This design comes from an exercise in tuning for small area and a short achievable clock period on the open sky130 flow, not from production work.
In this exercise RTL edits were held to simulation tests only and were not proved equivalent to the original.
Power is estimated from default activity; no workload was simulated.

File: flow/run.sh
#!/bin/bash
# synth_recipe.tcl (not shown) runs the flow's synth.tcl, then flattens the netlist and writes it again
# the make line also repeats each setting of config.mk as NAME=value (left out here)
make -C /OpenROAD-flow-scripts/flow DESIGN_CONFIG=/design/flow/config.mk WORK_HOME=/design/flow/orfs CLKGATE_MAP_FILE= SYNTH_SCRIPT=/design/flow/synth_recipe.tcl finish
File: flow/design.v
package alu_pkg;
  localparam int XLEN = 32;
  localparam int REG_COUNT = 32;
  typedef logic [XLEN-1:0] word_t;
  typedef logic [$clog2(REG_COUNT)-1:0] reg_addr_t;
  typedef logic [15:0] imm_t;
  typedef enum logic [2:0] {
    ALU_AND      = 3'b000,
    ALU_OR       = 3'b001,
    ALU_ADD      = 3'b010,
    ALU_SLTU_RAW = 3'b011,
    ALU_ANDN     = 3'b100,
    ALU_ORN      = 3'b101,
    ALU_SUB      = 3'b110,
    ALU_SLT      = 3'b111
  } alu_op_t;
endpackage
module reg_file (
  input  logic               clk,
  input  alu_pkg::reg_addr_t ra1,
  input  alu_pkg::reg_addr_t ra2,
  output alu_pkg::word_t     rd1,
  output alu_pkg::word_t     rd2,
  input  logic               wb_en,
  input  alu_pkg::reg_addr_t wb_addr,
  input  alu_pkg::word_t     wb_data
);
  alu_pkg::word_t regs [alu_pkg::REG_COUNT];
  always_ff @(posedge clk)
  begin
    if (wb_en)
    begin
      regs[wb_addr] <= wb_data;
    end
  end
  assign rd1 = (ra1 != '0) ? regs[ra1] : '0;
  assign rd2 = (ra2 != '0) ? regs[ra2] : '0;
endmodule
module operand_fetch (
  input  logic               clk,
  input  logic               reset,
  input  logic               op_valid,
  input  logic               use_imm,
  input  logic               write_en,
  input  alu_pkg::alu_op_t   alu_op,
  input  alu_pkg::reg_addr_t ra1,
  input  alu_pkg::reg_addr_t ra2,
  input  alu_pkg::reg_addr_t wa,
  input  alu_pkg::imm_t      imm,
  input  alu_pkg::word_t     rd1,
  input  alu_pkg::word_t     rd2,
  output logic               ex_valid,
  output alu_pkg::word_t     ex_a,
  output alu_pkg::word_t     ex_b,
  output alu_pkg::alu_op_t   ex_alu_op,
  output alu_pkg::reg_addr_t ex_wa,
  output logic               ex_write_en
);
  alu_pkg::word_t imm_ext;
  alu_pkg::word_t b_sel;
  assign imm_ext = {{(alu_pkg::XLEN - 16){imm[15]}}, imm};
  assign b_sel = use_imm ? imm_ext : rd2;
  always_ff @(posedge clk or posedge reset)
  begin
    if (reset)
    begin
      ex_valid <= 1'b0;
    end
    else
    begin
      ex_valid <= op_valid;
    end
  end
  always_ff @(posedge clk)
  begin
    if (op_valid)
    begin
      ex_a <= rd1;
      ex_b <= b_sel;
      ex_alu_op <= alu_op;
      ex_wa <= wa;
      ex_write_en <= write_en;
    end
  end
endmodule
module alu_lane (
  input  alu_pkg::word_t   a,
  input  alu_pkg::word_t   b,
  input  alu_pkg::alu_op_t alu_op,
  input  alu_pkg::word_t   fault_mask,
  output alu_pkg::word_t   lane_result
);
  alu_pkg::word_t b_inv;
  alu_pkg::word_t sum;
  alu_pkg::word_t raw;
  assign b_inv = alu_op[2] ? ~b : b;
  assign sum = a + b_inv + alu_pkg::word_t'(alu_op[2]);
  always_comb
  begin
    case (alu_op[1:0])
      2'b00: raw = a & b_inv;
      2'b01: raw = a | b_inv;
      2'b10: raw = sum;
      default: raw = {{(alu_pkg::XLEN - 1){1'b0}}, sum[alu_pkg::XLEN-1]};
    endcase
  end
  assign lane_result = raw ^ fault_mask;
endmodule
module lane_voter #(
  parameter int LANES = 5
) (
  input  logic                             clk,
  input  logic                             reset,
  input  logic                             ex_valid,
  input  alu_pkg::reg_addr_t               ex_wa,
  input  logic                             ex_write_en,
  input  alu_pkg::word_t [LANES-1:0]       lane_results,
  output alu_pkg::word_t                   result,
  output logic                             zero,
  output logic                             result_valid,
  output logic [LANES-1:0]                 lane_ok,
  output logic                             wb_en,
  output alu_pkg::reg_addr_t               wb_addr,
  output alu_pkg::word_t                   wb_data
);
  localparam int CW = $clog2(LANES + 1) + 1;
  logic [CW-1:0] en_count;
  alu_pkg::word_t voted;
  logic [LANES-1:0] drop;
  always_comb
  begin : vote
    logic [CW-1:0] ones;
    en_count = '0;
    for (int i = 0; i < LANES; i++)
    begin
      en_count = en_count + CW'(lane_ok[i]);
    end
    for (int bit_idx = 0; bit_idx < alu_pkg::XLEN; bit_idx++)
    begin
      ones = '0;
      for (int i = 0; i < LANES; i++)
      begin
        ones = ones + CW'(lane_ok[i] & lane_results[i][bit_idx]);
      end
      voted[bit_idx] = (ones << 1) > en_count;
    end
  end
  always_comb
  begin
    for (int i = 0; i < LANES; i++)
    begin
      drop[i] = lane_ok[i] && (lane_results[i] != voted);
    end
  end
  always_ff @(posedge clk or posedge reset)
  begin
    if (reset)
    begin
      result_valid <= 1'b0;
      lane_ok <= '1;
    end
    else
    begin
      result_valid <= ex_valid;
      if (ex_valid)
      begin
        lane_ok <= lane_ok & ~drop;
      end
    end
  end
  always_ff @(posedge clk)
  begin
    if (ex_valid)
    begin
      result <= voted;
      zero <= (voted == '0);
    end
  end
  assign wb_en = ex_valid && ex_write_en;
  assign wb_addr = ex_wa;
  assign wb_data = voted;
endmodule
module redundant_alu_core #(
  parameter int LANES = 5
) (
  input  logic                       clk,
  input  logic                       reset,
  input  logic                       op_valid,
  input  alu_pkg::alu_op_t           alu_op,
  input  alu_pkg::reg_addr_t         ra1,
  input  alu_pkg::reg_addr_t         ra2,
  input  alu_pkg::reg_addr_t         wa,
  input  logic                       write_en,
  input  logic                       use_imm,
  input  alu_pkg::imm_t              imm,
  input  logic [$clog2(LANES)-1:0]   fault_lane,
  input  alu_pkg::word_t             fault_bits,
  output logic                       result_valid,
  output alu_pkg::word_t             result,
  output logic                       zero,
  output logic [LANES-1:0]           lane_ok
);
  alu_pkg::word_t rd1;
  alu_pkg::word_t rd2;
  logic wb_en;
  alu_pkg::reg_addr_t wb_addr;
  alu_pkg::word_t wb_data;
  alu_pkg::word_t [LANES-1:0] fault_mask;
  alu_pkg::word_t [LANES-1:0] lane_results;
  logic ex_valid;
  alu_pkg::word_t ex_a;
  alu_pkg::word_t ex_b;
  alu_pkg::alu_op_t ex_alu_op;
  alu_pkg::reg_addr_t ex_wa;
  logic ex_write_en;
  reg_file u_reg_file (
    .clk     (clk),
    .ra1     (ra1),
    .ra2     (ra2),
    .rd1     (rd1),
    .rd2     (rd2),
    .wb_en   (wb_en),
    .wb_addr (wb_addr),
    .wb_data (wb_data)
  );
  operand_fetch u_operand_fetch (
    .clk      (clk),
    .reset    (reset),
    .op_valid (op_valid),
    .use_imm  (use_imm),
    .write_en (write_en),
    .alu_op   (alu_op),
    .ra1      (ra1),
    .ra2      (ra2),
    .wa       (wa),
    .imm      (imm),
    .rd1      (rd1),
    .rd2         (rd2),
    .ex_valid    (ex_valid),
    .ex_a        (ex_a),
    .ex_b        (ex_b),
    .ex_alu_op   (ex_alu_op),
    .ex_wa       (ex_wa),
    .ex_write_en (ex_write_en)
  );
  for (genvar i = 0; i < LANES; i++)
  begin : g_lane
    assign fault_mask[i] = (fault_lane == i) ? fault_bits : '0;
    alu_lane u_alu_lane (
      .a           (ex_a),
      .b           (ex_b),
      .alu_op      (ex_alu_op),
      .fault_mask  (fault_mask[i]),
      .lane_result (lane_results[i])
    );
  end
  lane_voter #(
    .LANES (LANES)
  ) u_lane_voter (
    .clk          (clk),
    .reset        (reset),
    .ex_valid     (ex_valid),
    .ex_wa        (ex_wa),
    .ex_write_en  (ex_write_en),
    .lane_results (lane_results),
    .result       (result),
    .zero         (zero),
    .result_valid (result_valid),
    .lane_ok      (lane_ok),
    .wb_en        (wb_en),
    .wb_addr      (wb_addr),
    .wb_data      (wb_data)
  );
endmodule
File: flow/constraint.sdc
create_clock -name core_clock -period 8.0 [get_ports {clk}]
set_input_delay 1.6000 -clock core_clock [delete_from_list [all_inputs] [get_ports {clk}]]
set_output_delay 1.6000 -clock core_clock [all_outputs]
set_load 0.01 [all_outputs]
File: flow/config.mk
export PLATFORM = sky130hd
export DESIGN_NAME = redundant_alu_core
export DESIGN_NICKNAME = redundant_alu_core
export VERILOG_FILES = /design/flow/design.v
export SDC_FILE = /design/flow/constraint.sdc
export NUM_CORES = 4
export LEC_CHECK = 0
export CAP_MARGIN = 20
export CORE_MARGIN = 2
export CORE_UTILIZATION = 40
export SLEW_MARGIN = 20
==> notes.md <==
-- synthesized netlist by cell type (29+ instances only) --
master / count / share of area (%)
sky130_fd_sc_hd__xnor2_1: 148 / 1.9
sky130_fd_sc_hd__nand2b_1: 39 / 0.36
sky130_fd_sc_hd__a221oi_1: 29 / 0.38
sky130_fd_sc_hd__nand3_1: 59 / 0.44
sky130_fd_sc_hd__mux4_2: 345 / 12
sky130_fd_sc_hd__mux2_2: 118 / 2.0
sky130_fd_sc_hd__nor2_1: 300 / 1.7
sky130_fd_sc_hd__a211oi_1: 30 / 0.33
sky130_fd_sc_hd__mux2i_1: 314 / 4.7
sky130_fd_sc_hd__edfxtp_1: 1130 / 50
sky130_fd_sc_hd__nand4_1: 52 / 0.48
sky130_fd_sc_hd__o22ai_1: 108 / 1.0
sky130_fd_sc_hd__buf_1: 88 / 0.49
sky130_fd_sc_hd__xor2_1: 123 / 1.6
sky130_fd_sc_hd__fa_1: 99 / 2.9
sky130_fd_sc_hd__inv_1: 181 / 1.0
sky130_fd_sc_hd__o221ai_1: 98 / 1.3
sky130_fd_sc_hd__nand2_1: 344 / 1.9
sky130_fd_sc_hd__nor3_1: 105 / 0.78
sky130_fd_sc_hd__a21oi_1: 289 / 2.1
sky130_fd_sc_hd__and3_1: 33 / 0.31
sky130_fd_sc_hd__clkbuf_1: 264 / 1.5
sky130_fd_sc_hd__o21ai_0: 208 / 1.5
sky130_fd_sc_hd__ha_1: 130 / 2.4
-- state kept, by name, summed over array words and instances, names as in the netlist --
register and flops:
u_operand_fetch.ex_wa 5, u_operand_fetch.ex_alu_op 3, u_lane_voter.result 32, u_operand_fetch.ex_b 32
u_reg_file.regs 1024, u_lane_voter.result_valid 1, u_lane_voter.lane_ok 5, u_lane_voter.zero 1
u_operand_fetch.ex_a 32, u_operand_fetch.ex_valid 1, u_operand_fetch.ex_write_en 1
-- layout make-up --
| cell class | count | share of cell area (%) |
|---|---|---|
| diodes | 2 | 0.00639 |
| clock buffers | 140 | 3.90 |
| clock inverters | 80 | 1.00 |
| inverters | 189 | 0.906 |
| multi-input cells | 3474 | 41.1 |
| flip-flops and latches | 1137 | 43.6 |
| well taps | 2204 | 3.52 |
| repair buffers | 551 | 6.00 |
-- cells by family (layout without fill, tap and decap cells) --
kind of cell,count (synthesis),after routing,synth area share (%)
flops,1137,1137,50.6
simple gates,1128,1128,8.12
compound gates,1052,1052,10.4
mux,778,778,18.2
buf+inv,565,960,3.21
xor+xnor,287,287,4.07
fa+ha+maj,229,229,5.36
other cells,0,2,0
-- routing by layer --
metal	vias up	part of all wire [%]	routed length (um)
met3	528	8.7	21400
met5	-	0.022	55
met2	2587	47	115000
met1	25432	39	96200
met4	8	5.1	12600
li1	20839	-	-
-- cells in the final DEF (no fill, tap or decap), drive strengths merged, types with 141 or more instances in the layout --
master  count
xnor2     148
a21oi     294
nand2     344
edfxtp   1130
nor2      300
mux4      345
o21ai     220
clkbuf    141
buf       449
mux2i     315
inv       191
-- path summary, 6_finish.rpt --
kind / from / end / slack, ps
max in group asynchronous: reset / u_operand_fetch.ex_valid / 6320
setup / recovery: u_operand_fetch.ex_alu_op[2] / u_lane_voter.lane_ok[2] / 310
min in group asynchronous: reset / u_lane_voter.result_valid / 1230
setup reg to reg: u_operand_fetch.ex_alu_op[2] / u_lane_voter.lane_ok[2] / 310
hold reg to reg: u_lane_voter.lane_ok[2] / u_lane_voter.lane_ok[2] / 780
hold / removal: u_lane_voter.lane_ok[2] / u_lane_voter.lane_ok[2] / 780
-- metrics by stage --
step | setup slack (ps) | util, % | instances | hold WS (ps)
floorplan | -51.0 | - | 5176 | 507
CTS | 7.25 | 46.5 | 7765 | 785
global placement | 6.45 | 44.2 | 7544 | 771
detailed placement | -105 | 44.2 | 7545 | 773
global route | -17.5 | 46.8 | 7775 | 800
finish | 306 | 46.8 | 7777 | 781
-- power groups by stage --
stage	clock network, mW	registers (mW)	logic, mW
after detailed placement	0	6.71	3.07
final	5.53	6.58	3.23
after floorplan	0	6.70	1.83
after CTS	5.59	6.58	3.08
after global placement	0	6.70	3.07
after global routing	5.82	6.58	3.41
-- worst max-delay path, delay by kind of cell (launching register included) --
family	cells	cell delay, ps
AOI/OAI and AO/OA	10	2470
adders and majority gates	4	1800
and+or+nand+nor	6	1420
buffers and inverters	8	1120
DFF	1	400
xor gates and xnor gates	2	370
-- timing repair --
action                                  4_1_cts  5_1_grt
endpoints found under the setup margin        3        5
gates resized for setup                       2       98
gates cloned                                  0        1
pin swaps                                     0       13
buffers inserted                              0        9
==> key figures <==
Setup path
  • Largest stage delay on the critical path: 570 ps
  • Worst reg2reg path depth: 30
  • Most frequent cell on the critical path: sky130_fd_sc_hd__buf_4
  • Data arrival time of the critical path: 8360 ps
  • Critical Path Start Type: flop
  • Setup CP Type: flop to flop
  • Critical Path Sink Type: flop
  • Required time of the critical path: 8670 ps
  • Largest fanout on the critical path: 13
  • Slowest CP cell: sky130_fd_sc_hd__fa_1

Synthesis
  • Gate count of the mapped netlist: 5176
  • Netlist area before placement: 67400 sq um
  • Number of distinct library cell variants in the gate-level netlist after synthesis: 111
  • Register bit count reported by yosys: 1137
  • Synthesized area divided by synthesized cell count: 13.0 sq um
  • Share of flip-flops with an asynchronous set or reset after synthesis: 0.616%
  • EDFF count, synth: 1130
  • Number of synthesis warnings: 4
  • Part of the Yosys area used for sequential elements: 50.6%
  • Dominant synthesized flop cell: sky130_fd_sc_hd__edfxtp_1
  • Synthesized netlist net count: 5479

Detailed routing
  • Routed via count divided by cell count: 6.35
  • Post-DR wirelength/cell: 31.6 um
  • Total routed wirelength: 246 mm
  • Remaining design rule violation count: 0
  • Iteration count of the initial detailed-routing pass: 8
  • Initial detailed-routing violation count: 6031
  • Via count: 49.4k
  • Final ANT Viol Nets: 0

Clocking
  • Maximum clock insertion buffer count: 3
  • Cell at the root of the clock tree: sky130_fd_sc_hd__clkbuf_16
  • CTS Hold Buffers Added: 0
  • Number of CTS-inserted buffers: 118
  • Insertion delay to the later sink of the worst-skew pair: 760 ps
  • Clock-pin transition on the worst setup and hold timing paths: 70 ps
  • Clock tree from TritonCTS: built
  • Number of clock sinks: 1137
  • CTS H-tree depth: 3

Power and ir drop
  • Logic pwr share: 21.0%
  • Net Switching: 4.37 mW
  • Sequential group share of total power: 42.9%
  • Fraction of power spent switching nets: 28.5%
  • P_int: 11.0 mW
  • Total power of the final layout: 15.3 mW
  • Share of power burned in the clock network: 36.0%
  • Leakage component of the power: 27.1 nW
  • Power density relative to cell area: 196 nW/um^2
  • Highest ir drop seen on vdd: 0.205 mV

Global routing
  • Number of global-route vias before repair: 48.7k
  • Overall Global Routing Usage: 27.9%
  • Global-route met2 utilization: 45.4%
  • Total congestion overflow: 0
  • Initial antenna violation count: 11
  • Met3 capacity usage during global routing: 4.59%
  • Gr busiest metal: met2
  • Maximum number of pins on one net before global-route repair: 114
  • First-pass GRT wire length: 349 mm
  • Global-route met1 utilization: 36.7%

Min path
  • Number of stages on the worst hold path: 3
  • Worst hold path type: flop to flop

STA
  • Final count of hold timing violations: 0
  • Slew of the pin with the lowest slew margin: 1080 ps
  • Count of final setup violators: 0
  • RSZ-0062 raised after global routing: yes
  • Setup Skew: 54.8 ps
  • Post-route fraction of the period consumed by the critical path: 96.2%
  • Timing-limited maximum frequency: 130 MHz
  • Setup TNS: 0 ps
  • Max transition margin: 28.1%
  • Pins Over Slew Limit: 0
  • Final Critical Period: 7690 ps

Place
  • Count of input and output buffers: 112
  • Detail Placement HPWL: 155 mm
  • Placer's final routability congestion estimate: 0.997
  • Placement-stage cell area: 73900 sq um

Die
  • Initial Utilization: 40.3%
  • Placeable core region: 167000 sq um
  • Die H: 414 um
  • Core Rows: 150
  • Total Die Area: 172000 sq um
  • DIE WIDTH: 414 um
  • IO Count: 113

Final layout
  • Proportion of layout cells with a drive suffix above 1: 23.0%
  • Post-route cell area: 78300 sq um
  • FILL cells: 14.7k
  • Combined flip-flop and latch cell area: 34100 sq um
  • Final-stage net count: 5774
  • Footprint of the multi-input gates: 32200 sq um
  • Layout overhead on the synthesized area: 16.3%

Run status
  • Run status: timing/DRC/antenna clean

Job
  • Number of violations of the max-capacitance limit: 0

[re-timing with driven ports]
In the flow no input, the clock included, has a driving cell. The finished layout below was timed again as built, in two steps.
Step 1: set_driving_cell puts a clkbuf_16 on clk and a buf_2 on each other input, an assumption about the parent block.
Step 2 also shifts input and output timing later by t, the mid clock arrival at the registers, as if the neighbouring blocks saw the same clock.
Three values: ideal ports, drivers, drivers and shift; two values: the first two.
shift t [ns]: 0.824
slack for setup (ns): 0.306 / 0.306 / 0.105
worst register clock-pin slew, ns: 0.08 / 0.08
After both steps setup and hold are still met in this run. For this run, drivers alone change the setup slack by 0.000 ns; drivers and shift together by -0.201 ns.
